Background: an optimization exercise with open tools, aiming at small area and a short achievable clock period. Do not read the settings as production practice. Function was checked by simulation only, so behaviour that the tests miss may differ from the original. Power figures rest on the tool's default switching activity, not on a simulated workload.

==> trial 48 <==
==> flow/design.v <==
`timescale 1ns/1ps
module lane_reorder
(
	input  logic                                             main_clk,
	input  logic                                             arst_n_i,
	input  logic [4*4*8-1:0] raw_i,
	output logic [4*4*8-1:0] ordered_d,   
	output logic [4*4*8-1:0] ordered_o
);
	localparam int SW = 8;
	localparam int CW = 4 * 8;   
	localparam int LW = 2 * 8;   
	always_comb
	begin
		for (int c = 0; c < 4; c++)
			for (int m = 0; m < 2; m++)
			begin
				ordered_d[c*CW + (2*m)*SW   +: SW] = raw_i[c*CW +      m*SW +: SW];
				ordered_d[c*CW + (2*m+1)*SW +: SW] = raw_i[c*CW + LW + m*SW +: SW];
			end
	end
	always_ff @(posedge main_clk or negedge arst_n_i)
	begin
		if (!arst_n_i)
			ordered_o <= '0;
		else
			ordered_o <= ordered_d;   
	end
endmodule
`timescale 1ns/1ps
module sample_convert
(
	input  logic                                             main_clk,
	input  logic                                             arst_n_i,
	input  logic [4*4*8-1:0] ordered_i,
	output logic [4*4*8-1:0] signed_o
);
	localparam int SW = 8;
	logic [4*4*SW-1:0] signed_d;
	always_comb
	begin
		for (int i = 0; i < 4*4; i++)
			signed_d[i*SW +: SW] = ordered_i[i*SW +: SW] ^ {1'b1, {(SW-1){1'b0}}};
	end
	always_ff @(posedge main_clk or negedge arst_n_i)
	begin
		if (!arst_n_i)
			signed_o <= '0;
		else
			signed_o <= signed_d;
	end
endmodule
`timescale 1ns/1ps
module peak_detect
(
	input  logic                                             main_clk,
	input  logic                                             arst_n_i,
	input  logic [4*4*8-1:0] ordered_d,   
	input  logic [4*4*8-1:0] ordered_i,   
	input  logic                                             restart_i,   
	output logic [4*2*8-1:0]         peak_o       
);
	localparam int SW = 8;
	localparam int NS = 4;
	localparam int CW = NS * SW;
	localparam int NC = 4;
	logic [NS-1:0] lt_d [NC][NS];
	logic [NS-1:0] lt_q [NC][NS];
	logic [NS-1:0] lt_pair [NC][NS];
	for (genvar c = 0; c < NC; c++)
	begin : g_core
		for (genvar i = 0; i < NS; i++)
		begin : g_i
			for (genvar j = 0; j < NS; j++)
			begin : g_j
				if (i < j)
				begin : g_cmp
					peak_lt u_lt
					(
						.a_i  (ordered_d[c*CW + i*SW +: SW]),
						.b_i  (ordered_d[c*CW + j*SW +: SW]),
						.lt_o (lt_pair[c][i][j])
					);
				end
				else
				begin : g_none
					assign lt_pair[c][i][j] = 1'b0;
				end
			end
		end
	end
	always_comb
	begin
		for (int c = 0; c < NC; c++)
			for (int i = 0; i < NS; i++)
				for (int j = 0; j < NS; j++)
					lt_d[c][i][j] = (i < j) && lt_pair[c][i][j];
	end
	always_ff @(posedge main_clk or negedge arst_n_i)
	begin
		if (!arst_n_i)
		begin
			for (int c = 0; c < NC; c++)
				for (int i = 0; i < NS; i++)
					lt_q[c][i] <= '0;
		end
		else
		begin
			for (int c = 0; c < NC; c++)
				for (int i = 0; i < NS; i++)
					lt_q[c][i] <= lt_d[c][i];
		end
	end
	logic [SW-1:0] word_max [NC];   
	logic [SW-1:0] word_min [NC];
	always_comb
	begin
		for (int c = 0; c < NC; c++)
		begin
			logic [NS-1:0] max_sel;
			logic [NS-1:0] min_sel;
			for (int i = 0; i < NS; i++)
			begin
				max_sel[i] = 1'b1;
				min_sel[i] = 1'b1;
				for (int j = 0; j < NS; j++)
				begin
					if (j > i)
					begin
						max_sel[i] = max_sel[i] & !lt_q[c][i][j];
						min_sel[i] = min_sel[i] &  lt_q[c][i][j];
					end
					else if (j < i)
					begin
						max_sel[i] = max_sel[i] &  lt_q[c][j][i];
						min_sel[i] = min_sel[i] & !lt_q[c][j][i];
					end
				end
			end
			word_max[c] = '0;
			word_min[c] = '0;
			for (int i = 0; i < NS; i++)
			begin
				word_max[c] = word_max[c] | (ordered_i[c*CW + i*SW +: SW] & {SW{max_sel[i]}});
				word_min[c] = word_min[c] | (ordered_i[c*CW + i*SW +: SW] & {SW{min_sel[i]}});
			end
		end
	end
	logic [NC-1:0] max_up;   
	logic [NC-1:0] min_dn;   
	for (genvar c = 0; c < NC; c++)
	begin : g_run
		peak_lt u_max (.a_i(peak_o[c*2*SW + SW +: SW]), .b_i(word_max[c]), .lt_o(max_up[c]));
		peak_lt u_min (.a_i(word_min[c]), .b_i(peak_o[c*2*SW +: SW]), .lt_o(min_dn[c]));
	end
	always_ff @(posedge main_clk or negedge arst_n_i)
	begin
		if (!arst_n_i)
		begin
			for (int c = 0; c < NC; c++)
			begin
				peak_o[c*2*SW + SW +: SW] <= '0;
				peak_o[c*2*SW      +: SW] <= '1;   
			end
		end
		else
		begin
			for (int c = 0; c < NC; c++)
			begin
				if (restart_i || max_up[c])
					peak_o[c*2*SW + SW +: SW] <= word_max[c];
				if (restart_i || min_dn[c])
					peak_o[c*2*SW +: SW] <= word_min[c];
			end
		end
	end
endmodule
module peak_lt
(
	input  logic [8-1:0] a_i,
	input  logic [8-1:0] b_i,
	output logic                     lt_o
);
	logic [7:0] below;       
	logic [7:0] not_above;   
	logic [3:0] l1, k1;
	logic [1:0] l2, k2;
	assign below     = ~a_i & b_i;
	assign not_above = ~(a_i & ~b_i);
	for (genvar j = 0; j < 4; j++)
	begin : g_l1
		assign l1[j] = below[2*j+1] | (not_above[2*j+1] & below[2*j]);
		assign k1[j] = not_above[2*j+1] & not_above[2*j];
	end
	for (genvar j = 0; j < 2; j++)
	begin : g_l2
		assign l2[j] = l1[2*j+1] | (k1[2*j+1] & l1[2*j]);
		assign k2[j] = k1[2*j+1] & k1[2*j];
	end
	assign lt_o = l2[1] | (k2[1] & l2[0]);
endmodule
`timescale 1ns/1ps
module snap_buffer
(
	input  logic                                             main_clk,
	input  logic                                             arst_n_i,
	input  logic [4*4*8-1:0] word_i,    
	input  logic                                             start_i,   
	input  logic                                             clear_i,   
	input  logic [8-1:0]                          addr_i,
	output logic                                             ready_o,
	output logic [8-1:0]                         data_o
);
	localparam int SW         = 8;
	localparam int CW         = 4 * 8;
	localparam int WW         = 4 * CW;
	localparam int DEPTH      = 16;
	localparam int WR_CNT_W   = $clog2(16);
	localparam int LINE_SEL_W = $clog2(4 * 4);
	logic                       capturing;
	logic [WR_CNT_W-1:0]        cnt;       
	logic [DEPTH*WW-1:0]        ring;      
	logic [WR_CNT_W-1:0]        cnt_d;
	logic                       wr_early;
	assign cnt_d = (!capturing && start_i) ? '0 : WR_CNT_W'(cnt + 1'b1);
	assign wr_early = capturing ? (cnt != WR_CNT_W'(DEPTH-1)) : (start_i || !ready_o);
	always_ff @(posedge main_clk or negedge arst_n_i)
	begin
		if (!arst_n_i)
		begin
			capturing <= 1'b0;
			cnt       <= '0;
			ready_o   <= 1'b0;
		end
		else
		begin
			cnt <= cnt_d;
			if (clear_i)
			begin
				capturing <= 1'b0;
				ready_o   <= 1'b0;
			end
			else if (!capturing)
			begin
				if (start_i)
				begin
					capturing <= 1'b1;
					ready_o   <= 1'b0;
				end
			end
			else if (cnt == WR_CNT_W'(DEPTH-1))
			begin
				capturing <= 1'b0;
				ready_o   <= 1'b1;   
			end
		end
	end
	always_ff @(posedge main_clk)
	begin
		ring <= {ring[(DEPTH-1)*WW-1:0], wr_early ? word_i : ring[(DEPTH-1)*WW +: WW]};
	end
	localparam int NBYTE = WW / SW;   
	logic [DEPTH-1:0]           cnt_sum [WR_CNT_W];   
	logic [WR_CNT_W-1:0]        stage_entry [DEPTH];
	always_ff @(posedge main_clk or negedge arst_n_i)
	begin
		if (!arst_n_i)
		begin
			for (int i = 0; i < WR_CNT_W; i++)
				cnt_sum[i] <= '0;
		end
		else
		begin
			for (int i = 0; i < WR_CNT_W; i++)
				for (int c = 0; c < (1 << i); c++)
				begin
					logic [WR_CNT_W-1:0] sum;
					sum = WR_CNT_W'(cnt_d + WR_CNT_W'(c));
					cnt_sum[i][c] <= sum[i];
				end
		end
	end
	always_comb
	begin
		for (int s = 0; s < DEPTH; s++)
			for (int i = 0; i < WR_CNT_W; i++)
			begin
				logic [WR_CNT_W-1:0] c;
				c = WR_CNT_W'(DEPTH-s);
				stage_entry[s][i] = cnt_sum[i][c % (1 << i)] ^ c[i];
			end
	end
	logic [WR_CNT_W-1:0]        rd_word;
	logic [LINE_SEL_W-1:0]      rd_byte;
	logic [DEPTH-1:0]           stage_sel;
	logic [NBYTE-1:0]           byte_sel;
	logic [SW-1:0]              rd_data_n;
	assign rd_byte = addr_i[LINE_SEL_W-1:0];
	assign rd_word = addr_i[LINE_SEL_W +: WR_CNT_W];
	always_comb
	begin
		for (int b = 0; b < NBYTE; b++)
			byte_sel[b] = (rd_byte == LINE_SEL_W'(b));
	end
	for (genvar s = 0; s < DEPTH; s++)
	begin : g_stage
		snap_nib_eq u_eq (.a_i(rd_word), .b_i(stage_entry[s]), .eq_o(stage_sel[s]));
	end
	for (genvar k = 0; k < SW; k++)
	begin : g_bit
		logic [2*NBYTE-1:0] part;   
		for (genvar b = 0; b < NBYTE; b++)
		begin : g_lane
			logic [DEPTH-1:0] lane_bits;
			for (genvar st = 0; st < DEPTH; st++)
			begin : g_st
				assign lane_bits[st] = ring[st*WW + b*SW + k];
			end
			snap_stage_or u_stage (.d_i(lane_bits), .sel_i(stage_sel), .part_o(part[2*b +: 2]));
		end
		snap_byte_or u_byte (.part_i(part), .sel_i(byte_sel), .y_n_o(rd_data_n[k]));
	end
	always_ff @(posedge main_clk or negedge arst_n_i)
	begin
		if (!arst_n_i)
			data_o <= '0;
		else
			data_o <= ~rd_data_n ^ {1'b1, {(SW-1){1'b0}}};   
	end
endmodule
module snap_stage_or
(
	input  logic [15:0] d_i,
	input  logic [15:0] sel_i,
	output logic [1:0]  part_o
);
	assign part_o[0] = |(d_i[7:0]  & sel_i[7:0]);
	assign part_o[1] = |(d_i[15:8] & sel_i[15:8]);
endmodule
module snap_byte_or
(
	input  logic [31:0] part_i,
	input  logic [15:0] sel_i,
	output logic        y_n_o
);
	logic [15:0] hit;
	always_comb
	begin
		for (int b = 0; b < 16; b++)
			hit[b] = sel_i[b] & (part_i[2*b] | part_i[2*b+1]);
	end
	assign y_n_o = ~|hit;
endmodule
module snap_nib_eq
(
	input  logic [3:0] a_i,
	input  logic [3:0] b_i,
	output logic       eq_o
);
	assign eq_o = (a_i == b_i);
endmodule
`timescale 1ns/1ps
module adc_capture_top
(
	input  logic                      main_clk,
	input  logic                      arst_n_i,
	input  logic [127:0]              adc_raw_i,
	input  logic                      peak_rst_i,     
	input  logic                      snap_start_i,
	input  logic                      snap_rst_i,
	input  logic [7:0]                snap_addr_i,
	output logic [127:0]              adc_data_o,     
	output logic [63:0]               adc_peak_o,     
	output logic                      snap_ready_o,
	output logic [7:0]                snap_data_o
);
	logic [127:0] ordered_word;
	logic [127:0] ordered_next;   
	lane_reorder u_lane_reorder
	(
		.main_clk  (main_clk),
		.arst_n_i  (arst_n_i),
		.raw_i     (adc_raw_i),
		.ordered_d (ordered_next),
		.ordered_o (ordered_word)
	);
	sample_convert u_sample_convert
	(
		.main_clk  (main_clk),
		.arst_n_i  (arst_n_i),
		.ordered_i (ordered_word),
		.signed_o  (adc_data_o)
	);
	peak_detect u_peak_detect
	(
		.main_clk  (main_clk),
		.arst_n_i  (arst_n_i),
		.ordered_d (ordered_next),
		.ordered_i (ordered_word),
		.restart_i (peak_rst_i),
		.peak_o    (adc_peak_o)
	);
	snap_buffer u_snap_buffer
	(
		.main_clk (main_clk),
		.arst_n_i (arst_n_i),
		.word_i   (ordered_word),
		.start_i  (snap_start_i),
		.clear_i  (snap_rst_i),
		.addr_i   (snap_addr_i),
		.ready_o  (snap_ready_o),
		.data_o   (snap_data_o)
	);
endmodule
==> flow/run.sh <==
#!/bin/bash
# synth_recipe.tcl (not shown) runs the flow's synth.tcl, then flattens the netlist and writes it again
# the make line also repeats each setting of config.mk as NAME=value (left out here)
make -C /OpenROAD-flow-scripts/flow DESIGN_CONFIG=/design/flow/config.mk WORK_HOME=/design/flow/orfs CLKGATE_MAP_FILE= SYNTH_SCRIPT=/design/flow/synth_recipe.tcl finish
==> flow/config.mk <==
export PLATFORM = sky130hd
export DESIGN_NAME = adc_capture_top
export DESIGN_NICKNAME = adc_capture_top
export VERILOG_FILES = /design/flow/design.v
export SDC_FILE = /design/flow/constraint.sdc
export NUM_CORES = 4
export LEC_CHECK = 0
export CAP_MARGIN = 20
export CORE_MARGIN = 2
export CORE_UTILIZATION = 52
export CTS_CLUSTER_DIAMETER = 70
export CTS_CLUSTER_SIZE = 24
export SETUP_SLACK_MARGIN = 3.8
export SLEW_MARGIN = 20
export SYNTH_HIERARCHICAL = 1
==> flow/constraint.sdc <==
create_clock -name core_clock -period 6.6 [get_ports {main_clk}]
set_input_delay 1.3200 -clock core_clock [delete_from_list [all_inputs] [get_ports {main_clk}]]
set_output_delay 1.3200 -clock core_clock [all_outputs]
set_load 0.01 [all_outputs]
==> inputs of trial 66, as changes to trial 48 <==
==> flow/design.v (replaced) <==
`timescale 1ns/1ps
module lane_reorder
(
	input  logic                                             main_clk,
	input  logic                                             arst_n_i,
	input  logic [4*4*8-1:0] raw_i,
	output logic [4*4*8-1:0] ordered_o
);
	localparam int SW = 8;
	localparam int CW = 4 * 8;   
	localparam int LW = 2 * 8;   
	logic [4*CW-1:0] ordered_d;   
	always_comb
	begin
		for (int c = 0; c < 4; c++)
			for (int m = 0; m < 2; m++)
			begin
				ordered_d[c*CW + (2*m)*SW   +: SW] = raw_i[c*CW +      m*SW +: SW];
				ordered_d[c*CW + (2*m+1)*SW +: SW] = raw_i[c*CW + LW + m*SW +: SW];
			end
	end
	always_ff @(posedge main_clk or negedge arst_n_i)
	begin
		if (!arst_n_i)
			ordered_o <= '0;
		else
			ordered_o <= ordered_d;   
	end
endmodule
`timescale 1ns/1ps
module sample_convert
(
	input  logic                                             main_clk,
	input  logic                                             arst_n_i,
	input  logic [4*4*8-1:0] ordered_i,
	output logic [4*4*8-1:0] signed_o
);
	localparam int SW = 8;
	logic [4*4*SW-1:0] signed_d;
	always_comb
	begin
		for (int i = 0; i < 4*4; i++)
			signed_d[i*SW +: SW] = ordered_i[i*SW +: SW] ^ {1'b1, {(SW-1){1'b0}}};
	end
	always_ff @(posedge main_clk or negedge arst_n_i)
	begin
		if (!arst_n_i)
			signed_o <= '0;
		else
			signed_o <= signed_d;
	end
endmodule
`timescale 1ns/1ps
module peak_detect
(
	input  logic                                             main_clk,
	input  logic                                             arst_n_i,
	input  logic [4*4*8-1:0] ordered_i,
	input  logic                                             restart_i,   
	output logic [4*2*8-1:0]         peak_o       
);
	localparam int SW = 8;
	localparam int NS = 4;
	localparam int CW = NS * SW;
	logic [SW-1:0] word_max [4];   
	logic [SW-1:0] word_min [4];
	always_comb
	begin
		for (int c = 0; c < 4; c++)
		begin
			logic [NS-1:0] lt [NS];
			logic [NS-1:0] max_sel;
			logic [NS-1:0] min_sel;
			for (int i = 0; i < NS; i++)
				for (int j = 0; j < NS; j++)
					lt[i][j] = (i < j) && (ordered_i[c*CW + i*SW +: SW] < ordered_i[c*CW + j*SW +: SW]);
			for (int i = 0; i < NS; i++)
			begin
				max_sel[i] = 1'b1;
				min_sel[i] = 1'b1;
				for (int j = 0; j < NS; j++)
				begin
					if (j > i)
					begin
						max_sel[i] = max_sel[i] & !lt[i][j];
						min_sel[i] = min_sel[i] &  lt[i][j];
					end
					else if (j < i)
					begin
						max_sel[i] = max_sel[i] &  lt[j][i];
						min_sel[i] = min_sel[i] & !lt[j][i];
					end
				end
			end
			word_max[c] = '0;
			word_min[c] = '0;
			for (int i = 0; i < NS; i++)
			begin
				word_max[c] = word_max[c] | (ordered_i[c*CW + i*SW +: SW] & {SW{max_sel[i]}});
				word_min[c] = word_min[c] | (ordered_i[c*CW + i*SW +: SW] & {SW{min_sel[i]}});
			end
		end
	end
	always_ff @(posedge main_clk or negedge arst_n_i)
	begin
		if (!arst_n_i)
		begin
			for (int c = 0; c < 4; c++)
			begin
				peak_o[c*2*SW + SW +: SW] <= '0;
				peak_o[c*2*SW      +: SW] <= '1;   
			end
		end
		else
		begin
			for (int c = 0; c < 4; c++)
			begin
				if (restart_i || (word_max[c] > peak_o[c*2*SW + SW +: SW]))
					peak_o[c*2*SW + SW +: SW] <= word_max[c];
				if (restart_i || (word_min[c] < peak_o[c*2*SW +: SW]))
					peak_o[c*2*SW +: SW] <= word_min[c];
			end
		end
	end
endmodule
`timescale 1ns/1ps
module snap_buffer
(
	input  logic                                             main_clk,
	input  logic                                             arst_n_i,
	input  logic [4*4*8-1:0] word_i,    
	input  logic                                             start_i,   
	input  logic                                             clear_i,   
	input  logic [8-1:0]                          addr_i,
	output logic                                             ready_o,
	output logic [8-1:0]                         data_o
);
	localparam int SW         = 8;
	localparam int CW         = 4 * 8;
	localparam int WW         = 4 * CW;
	localparam int DEPTH      = 16;
	localparam int WR_CNT_W   = $clog2(16);
	localparam int LINE_SEL_W = $clog2(4 * 4);
	logic                       capturing;
	logic [WR_CNT_W-1:0]        cnt;       
	logic [DEPTH*WW-1:0]        ring;      
	always_ff @(posedge main_clk or negedge arst_n_i)
	begin
		if (!arst_n_i)
		begin
			capturing <= 1'b0;
			cnt       <= '0;
			ready_o   <= 1'b0;
		end
		else
		begin
			if (!capturing && start_i)
				cnt <= '0;
			else
				cnt <= cnt + 1'b1;
			if (clear_i)
			begin
				capturing <= 1'b0;
				ready_o   <= 1'b0;
			end
			else if (!capturing)
			begin
				if (start_i)
				begin
					capturing <= 1'b1;
					ready_o   <= 1'b0;
				end
			end
			else if (cnt == WR_CNT_W'(DEPTH-1))
			begin
				capturing <= 1'b0;
				ready_o   <= 1'b1;   
			end
		end
	end
	always_ff @(posedge main_clk)
	begin
		ring <= {ring[(DEPTH-1)*WW-1:0], ready_o ? ring[(DEPTH-1)*WW +: WW] : word_i};
	end
	logic [WR_CNT_W-1:0]        rd_word;
	logic [LINE_SEL_W-1:0]      rd_byte;
	logic [DEPTH-1:0]           stage_sel;
	logic [WW-1:0]              rd_line;
	assign rd_byte = addr_i[LINE_SEL_W-1:0];
	assign rd_word = addr_i[LINE_SEL_W +: WR_CNT_W];
	always_comb
	begin
		rd_line = '0;
		for (int s = 0; s < DEPTH; s++)
		begin
			stage_sel[s] = (rd_word == WR_CNT_W'(cnt + WR_CNT_W'(DEPTH-1-s)));
			rd_line = rd_line | (ring[s*WW +: WW] & {WW{stage_sel[s]}});
		end
	end
	always_ff @(posedge main_clk or negedge arst_n_i)
	begin
		if (!arst_n_i)
			data_o <= '0;
		else
			data_o <= rd_line[rd_byte*SW +: SW];   
	end
endmodule
`timescale 1ns/1ps
module adc_capture_top
(
	input  logic                      main_clk,
	input  logic                      arst_n_i,
	input  logic [127:0]              adc_raw_i,
	input  logic                      peak_rst_i,     
	input  logic                      snap_start_i,
	input  logic                      snap_rst_i,
	input  logic [7:0]                snap_addr_i,
	output logic [127:0]              adc_data_o,     
	output logic [63:0]               adc_peak_o,     
	output logic                      snap_ready_o,
	output logic [7:0]                snap_data_o
);
	logic [127:0] ordered_word;
	lane_reorder u_lane_reorder
	(
		.main_clk  (main_clk),
		.arst_n_i  (arst_n_i),
		.raw_i     (adc_raw_i),
		.ordered_o (ordered_word)
	);
	sample_convert u_sample_convert
	(
		.main_clk  (main_clk),
		.arst_n_i  (arst_n_i),
		.ordered_i (ordered_word),
		.signed_o  (adc_data_o)
	);
	peak_detect u_peak_detect
	(
		.main_clk  (main_clk),
		.arst_n_i  (arst_n_i),
		.ordered_i (ordered_word),
		.restart_i (peak_rst_i),
		.peak_o    (adc_peak_o)
	);
	snap_buffer u_snap_buffer
	(
		.main_clk (main_clk),
		.arst_n_i (arst_n_i),
		.word_i   (adc_data_o),
		.start_i  (snap_start_i),
		.clear_i  (snap_rst_i),
		.addr_i   (snap_addr_i),
		.ready_o  (snap_ready_o),
		.data_o   (snap_data_o)
	);
endmodule
--- a/flow/config.mk
+++ b/flow/config.mk
@@ -8,8 +8,4 @@
 export CAP_MARGIN = 20
 export CORE_MARGIN = 2
-export CORE_UTILIZATION = 52
-export CTS_CLUSTER_DIAMETER = 70
-export CTS_CLUSTER_SIZE = 24
-export SETUP_SLACK_MARGIN = 3.8
+export CORE_UTILIZATION = 40
 export SLEW_MARGIN = 20
-export SYNTH_HIERARCHICAL = 1
==> inputs of build 65, as changes to trial 48 <==
--- a/flow/design.v
+++ b/flow/design.v
@@ -309,15 +309,15 @@
 	for (genvar k = 0; k < SW; k++)
 	begin : g_bit
-		logic [2*NBYTE-1:0] part;   
-		for (genvar b = 0; b < NBYTE; b++)
-		begin : g_lane
-			logic [DEPTH-1:0] lane_bits;
-			for (genvar st = 0; st < DEPTH; st++)
-			begin : g_st
-				assign lane_bits[st] = ring[st*WW + b*SW + k];
+		logic [2*DEPTH-1:0] part;   
+		for (genvar st = 0; st < DEPTH; st++)
+		begin : g_st
+			logic [NBYTE-1:0] stage_bits;
+			for (genvar b = 0; b < NBYTE; b++)
+			begin : g_lane
+				assign stage_bits[b] = ring[st*WW + b*SW + k];
 			end
-			snap_stage_or u_stage (.d_i(lane_bits), .sel_i(stage_sel), .part_o(part[2*b +: 2]));
+			snap_sel_or u_lanes (.d_i(stage_bits), .sel_i(byte_sel), .part_o(part[2*st +: 2]));
 		end
-		snap_byte_or u_byte (.part_i(part), .sel_i(byte_sel), .y_n_o(rd_data_n[k]));
+		snap_sel_nor u_stages (.part_i(part), .sel_i(stage_sel), .y_n_o(rd_data_n[k]));
 	end
 	always_ff @(posedge main_clk or negedge arst_n_i)
@@ -329,5 +329,5 @@
 	end
 endmodule
-module snap_stage_or
+module snap_sel_or
 (
 	input  logic [15:0] d_i,
@@ -338,5 +338,5 @@
 	assign part_o[1] = |(d_i[15:8] & sel_i[15:8]);
 endmodule
-module snap_byte_or
+module snap_sel_nor
 (
 	input  logic [31:0] part_i,
--- a/flow/config.mk
+++ b/flow/config.mk
@@ -8,7 +8,7 @@
 export CAP_MARGIN = 20
 export CORE_MARGIN = 2
-export CORE_UTILIZATION = 52
-export CTS_CLUSTER_DIAMETER = 70
-export CTS_CLUSTER_SIZE = 24
+export CORE_UTILIZATION = 40
+export CTS_CLUSTER_DIAMETER = 76
+export CTS_CLUSTER_SIZE = 28
 export SETUP_SLACK_MARGIN = 3.8
 export SLEW_MARGIN = 20
==> inputs of build 13, as changes to trial 48 <==
--- a/flow/design.v
+++ b/flow/design.v
@@ -309,15 +309,15 @@
 	for (genvar k = 0; k < SW; k++)
 	begin : g_bit
-		logic [2*NBYTE-1:0] part;   
-		for (genvar b = 0; b < NBYTE; b++)
-		begin : g_lane
-			logic [DEPTH-1:0] lane_bits;
-			for (genvar st = 0; st < DEPTH; st++)
-			begin : g_st
-				assign lane_bits[st] = ring[st*WW + b*SW + k];
+		logic [2*DEPTH-1:0] part;   
+		for (genvar st = 0; st < DEPTH; st++)
+		begin : g_st
+			logic [NBYTE-1:0] stage_bits;
+			for (genvar b = 0; b < NBYTE; b++)
+			begin : g_lane
+				assign stage_bits[b] = ring[st*WW + b*SW + k];
 			end
-			snap_stage_or u_stage (.d_i(lane_bits), .sel_i(stage_sel), .part_o(part[2*b +: 2]));
+			snap_sel_or u_lanes (.d_i(stage_bits), .sel_i(byte_sel), .part_o(part[2*st +: 2]));
 		end
-		snap_byte_or u_byte (.part_i(part), .sel_i(byte_sel), .y_n_o(rd_data_n[k]));
+		snap_sel_nor u_stages (.part_i(part), .sel_i(stage_sel), .y_n_o(rd_data_n[k]));
 	end
 	always_ff @(posedge main_clk or negedge arst_n_i)
@@ -329,5 +329,5 @@
 	end
 endmodule
-module snap_stage_or
+module snap_sel_or
 (
 	input  logic [15:0] d_i,
@@ -338,5 +338,5 @@
 	assign part_o[1] = |(d_i[15:8] & sel_i[15:8]);
 endmodule
-module snap_byte_or
+module snap_sel_nor
 (
 	input  logic [31:0] part_i,
--- a/flow/config.mk
+++ b/flow/config.mk
@@ -8,8 +8,8 @@
 export CAP_MARGIN = 20
 export CORE_MARGIN = 2
-export CORE_UTILIZATION = 52
+export CORE_UTILIZATION = 40
 export CTS_CLUSTER_DIAMETER = 70
 export CTS_CLUSTER_SIZE = 24
-export SETUP_SLACK_MARGIN = 3.8
+export SETUP_SLACK_MARGIN = 3.6
 export SLEW_MARGIN = 20
 export SYNTH_HIERARCHICAL = 1
==> summary of the runs <==
- Build 13 passed the timing, design-rule and antenna checks. Build 65 passed the timing, design-rule and antenna checks. Trial 66 went through all stages and came out clean. Trial 48 finished clean.
- Between trial 48 and build 13, the lower count of clock-buffer cells in the layout is in trial 48 (gap 2).
- Against trial 66, the worst hold slack of build 65 is better by 15 ps.
- In die area, build 65 and build 13 do not differ.
- In flip-flop and latch count, build 13 and build 65 do not differ.
- Non-clock buffer count: build 13 < trial 66 < build 65 < trial 48.
- Via count, highest first: trial 66, trial 48, build 65, build 13.
- Between trial 66 and trial 48, the lower register-to-register slack is in trial 66 (gap 2100 ps).
==> figures <==
metric                                                                    trial 48                  build 65                       trial 66                  build 13
Number of buffers inserted during clock tree synthesis                         120                       111                            217                       135
Internal power summed over all cells                                      0.0222 W                  0.0207 W                       0.0262 W                  0.0212 W
Wire length of the first global-routing pass                             323000 um                 307000 um                      362000 um                 303000 um
Clock sink count                                                              2417                      2417                           2382                      2417
Core ar.                                                                 0.137 mm2                 0.178 mm2                      0.183 mm2                 0.178 mm2
Layout-to-synthesis area ratio                                              1.183x                    1.156x                         1.202x                    1.150x
Count of standard-cell rows                                                    136                       155                            157                       155
Worst path bufs/invs                                                             4                         3                              1                         4
Worst flop-to-flop path startpoint                            u_snap_buffer.cnt[0]  u_peak_detect.lt_q[1][2]  u_lane_reorder.ordered_o[116]  u_peak_detect.lt_q[4][1]
Final weighted congestion in routability-driven placement                    0.866                     0.880                          0.905                     0.856
Result of the run                                          complete, no violations   complete, no violations        complete, no violations   complete, no violations
Final Net Count                                                               6102                      6027                           6700                      5984
Effective utilization at floorplan                                           52.3%                     40.2%                          40.2%                     40.2%
Yosys warning total                                                             25                        25                             10                        25
Setup slack after layout                                                   3450 ps                   3640 ps                        1360 ps                   3650 ps

[static timing again, ports no longer ideal]
In the flow no input, the clock included, has a driving cell. The finished layouts below were timed again as built, in two steps.
Step 1 assumes that a clkbuf_16 drives the clock port and a buf_2 every other input.
Step 2 moves the port delays by t, midway between the first and last clock arrival at a register: inputs arrive t later, outputs are due t later. That takes back most of the time a late clock gives input paths.
a / b / c = ideal / step 1 / step 2; a / b = the first two.
| run | t (ns) | slack for setup (ns) | worst register clock-pin slew, ns | worst slew at a driven data input, ns |
|---|---|---|---|---|
| trial 48 | 0.828 | 3.448 / 3.431 / 2.604 | 0.10 / 0.10 | 0.13 |
| trial 66 | 0.947 | 1.362 / 1.362 / 0.445 | 0.07 / 0.07 | 0.11 |
| build 65 | 0.867 | 3.636 / 3.688 / 2.820 | 0.11 / 0.11 | 0.07 |
| build 13 | 0.885 | 3.646 / 3.582 / 2.813 | 0.10 / 0.10 | 0.08 |
After both steps every run listed still meets setup and hold. The setup slack of trial 66, which loses most, moves by 0.000 ns with the drivers and by -0.917 ns with both steps.
